Background: an optimization exercise with open tools, aiming at small area, a short achievable clock period and few clock cycles per item. Do not read the settings as production practice. Only simulation tests tie the RTL to the original design; equivalence was not proved. No driver is modelled on the clock port, so clocking that relies on it looks cheaper here than on a real chip.

==> inputs of xenon <==
Design date_seconds_of_year_converter_unit, start of the top module:
module date_seconds_of_year_converter_unit (
    input  logic                            i_clk,
    input  logic                            i_rst_n,
    input  logic                            i_in_valid,
    output logic                            o_in_ready,
    input  logic                            i_in_mode,
    input  logic [dsoyc_pkg::WYear-1:0]     i_in_year,
    input  logic [dsoyc_pkg::WMonth-1:0]    i_in_month,
    input  logic [dsoyc_pkg::WDay-1:0]      i_in_day,
    input  logic [dsoyc_pkg::WHour-1:0]     i_in_hour,
    input  logic [dsoyc_pkg::WMinute-1:0]   i_in_minute,
    input  logic [dsoyc_pkg::WSecond-1:0]   i_in_second,
    input  logic [dsoyc_pkg::WSeconds-1:0]  i_in_seconds,
    output logic                            o_out_valid,
    input  logic                            i_out_ready,
    output logic [dsoyc_pkg::WSeconds-1:0]  o_out_seconds,
    output logic [dsoyc_pkg::WMonth-1:0]    o_out_month,
    output logic [dsoyc_pkg::WDay-1:0]      o_out_day,
    output logic [dsoyc_pkg::WHour-1:0]     o_out_hour,
    output logic [dsoyc_pkg::WMinute-1:0]   o_out_minute,
    output logic [dsoyc_pkg::WSecond-1:0]   o_out_second,
    output logic                            o_out_range_error
);
Settings: LEC_CHECK=0, CAP_MARGIN=20, CORE_MARGIN=2, CORE_UTILIZATION=65, SETUP_SLACK_MARGIN=5, SLEW_MARGIN=20; clock period 9.0 ns.
run.sh (not shown) runs the stock make flow with config.mk's settings and CLKGATE_MAP_FILE= SYNTH_SCRIPT=/design/flow/synth_recipe.tcl, a recipe that flattens the netlist after the stock synthesis.
==> inputs of lagoon, as changes to xenon <==
--- a/flow/config.mk
+++ b/flow/config.mk
@@ -9,3 +9,3 @@
 export CORE_MARGIN = 2
-export CORE_UTILIZATION = 65
+export CORE_UTILIZATION = 40
 export SETUP_SLACK_MARGIN = 5
==> run summary <==
metric	lagoon	xenon
Run status	complete, no violations	complete, no violations
Place WS	3.85 ns	3.86 ns
Overall routing resource usage	18.0%	31.4%
Worst skew pair latency	0.46 ns	0.44 ns
Post-Route Utilization	51.5%	84.9%
Effective utilization at floorplan	40.4%	66.0%
DRC marker count from the first detailed-route iteration	590	1034
Number of non-clock inverters in the layout	166	167
Global routing usage on met1	22.9%	36.9%
Worst Max-Slew Pin Slew	0.891 ns	0.837 ns
Layout non-clock buf frac	12.0%	12.9%
Final-layout fill cell count	3511	1229
DR vias/cell	5.10	6.08
Number of resized instances in the post-cts repair step	126	135
Routability Congestion	0.887	0.894
Area occupied by multi-input gates	10700 µm²	10900 µm²
Worst slack on hold paths	0.422 ns	0.413 ns
Testbench counts of xenon, summed over its fixed seeds: cycles 24,040, items 24,000.
Testbench counts of lagoon, summed over its fixed seeds: cycles 24,040, items 24,000.

* * *

==> juniper <==
Another version of the RTL of date_seconds_of_year_converter_unit (not shown whole).
export LEC_CHECK = 0
export CAP_MARGIN = 20
export CORE_MARGIN = 2
export CORE_UTILIZATION = 45
export CTS_BUF_LIST = sky130_fd_sc_hd__clkbuf_8
export PLACE_DENSITY = 0.65
export SETUP_SLACK_MARGIN = 5
export SLEW_MARGIN = 20
create_clock -name core_clock -period 9.0 [get_ports {i_clk}]
standard.sh (not shown) runs the stock make flow with config.mk's settings and CLKGATE_MAP_FILE= SYNTH_SCRIPT=/design/flow/synth_recipe.tcl, a recipe that flattens the netlist after the stock synthesis.
==> flow/flow/run.sh <==
#!/bin/bash
# The standard layout (standard.sh, ORFS) with these changes:
#  - the port buffers are sky130_fd_sc_hd__buf_1 cells (buffer_ports -buffer_cell);
#  - clock tree synthesis uses clkbuf_8 buffers and inserts no dummy load cells
#    (clock_tree_synthesis -dont_use_dummy_load);
#  - synthesis runs the standard flow's synthesis script with yosys's synth called with -noabc
#    as well (flow/synth.tcl), so the generic abc pass does not restructure the
#    carry-save adders before they are mapped to full and half adder cells.
#    Registers are inferred exactly as in the standard synthesis.
# All tool output goes to standard.log here; ORFS keeps its per-step logs under orfs/logs.
set -euo pipefail
here=$(pwd)
sed -e 's|SETUP_SLACK_MARGIN=5 |SETUP_SLACK_MARGIN=5 BUFFER_PORTS_ARGS="-buffer_cell sky130_fd_sc_hd__buf_1" CTS_ARGS="-sink_clustering_enable -repair_clock_nets -buf_list sky130_fd_sc_hd__clkbuf_8 -dont_use_dummy_load" |' \
    -e "s|SYNTH_SCRIPT=[^ ]*|SYNTH_SCRIPT=$here/flow/synth.tcl|" standard.sh > standard_b.sh
bash standard_b.sh > standard.log 2>&1
==> flow/flow/synth.tcl <==
proc synth {args} { yosys synth -nofsm -noshare -noabc {*}$args }
source $::env(SCRIPTS_DIR)/synth.tcl
# left out here: clear keep_hierarchy, flatten, clean up, hide names made inside functions, write 1_2_yosys.v
==> inputs of pepper, as changes to juniper <==
==> flow/flow/run.sh (replaced) <==
#!/bin/bash
# The standard layout with two changes:
#  - the port buffers are sky130_fd_sc_hd__buf_1 cells;
#  - synthesis runs the standard flow's synthesis script with yosys's synth called with -noabc
#    as well (flow/synth.tcl), so the generic abc pass does not restructure the
#    carry-save adders before they are mapped to full and half adder cells.
#    Registers are inferred exactly as in the standard synthesis.
set -euo pipefail
here=$(pwd)
sed -e 's|SETUP_SLACK_MARGIN=5 |SETUP_SLACK_MARGIN=5 BUFFER_PORTS_ARGS="-buffer_cell sky130_fd_sc_hd__buf_1" |' \
    -e "s|SYNTH_SCRIPT=[^ ]*|SYNTH_SCRIPT=$here/flow/synth.tcl|" standard.sh > standard_b.sh
bash standard_b.sh > standard.log 2>&1
Settings changed: CORE_UTILIZATION 45 to 40, PLACE_DENSITY 0.65 to default.
==> results.sh <==
export IMPL_cts_resized=10
export IMPL_track_usage_pct=17.0
export IMPL_nWellTaps=378
export IMPL_grt_max_degree=57
export IMPL_core_mm2=0.0279
export IMPL_dieArea_mm2=0.0298
export IMPL_outcome="complete, no violations"
export IMPL_avgRoutedWirePerCell_um=14.8
export IMPL_wl_met2_mm=12.6
export IMPL_final_cell_mix="ha_1 (188), edfxtp_1 (123), buf_1 (121)"
export IMPL_reg2reg_depth=13
export IMPL_fp_dieW_um=173
[end of results for juniper]
==> results.sh <==
export IMPL_core_mm2=0.0316
export IMPL_wl_met2_mm=12.9
export IMPL_outcome="complete, no violations"
export IMPL_track_usage_pct=16.4
export IMPL_dieArea_mm2=0.0335
export IMPL_final_cell_mix="ha_1 (189), edfxtp_1 (123), buf_1 (121)"
export IMPL_nWellTaps=402
[end of results for pepper]
Testbench counts of juniper, summed over its fixed seeds: cycles 24,032, items 24,000.
Testbench counts of pepper, summed over its fixed seeds: cycles 24,032, items 24,000.

-- static timing again, ports no longer ideal --
The results above use ideal ports. As a check the final layouts listed here were re-extracted and re-timed, cells and wires unchanged.
Step 1 (the two cells are an assumption about what drives the block):
set clk [get_ports {i_clk}]
set_driving_cell -lib_cell sky130_fd_sc_hd__clkbuf_16 $clk
set_driving_cell -lib_cell sky130_fd_sc_hd__buf_2 [delete_from_list [all_inputs] $clk]
Step 2 also shifts input and output timing later by t, the mid clock arrival at the registers, as if the neighbouring blocks saw the same clock.
Three values: no drivers, after step 1, after step 2; two values: the first two.
run	t (ns)	setup slack, ns	hold WS [ns]	worst register clock-pin slew, ns	cell pins on the clock port's net
xenon	0.489	4.285 / 4.285 / 4.285	0.413 / 0.413 / 0.413	0.08 / 0.08	1
lagoon	0.498	4.416 / 4.416 / 4.416	0.422 / 0.422 / 0.422	0.09 / 0.09	1
juniper	0.483	4.964 / 4.930 / 4.747	0.410 / 0.410 / 0.410	0.08 / 0.08	1
pepper	0.495	4.965 / 4.934 / 4.741	0.415 / 0.415 / 0.415	0.09 / 0.09	1
After both steps every run listed still meets setup and hold. For pepper, which loses most, drivers alone change the setup slack by -0.031 ns; drivers and shift together by -0.224 ns.
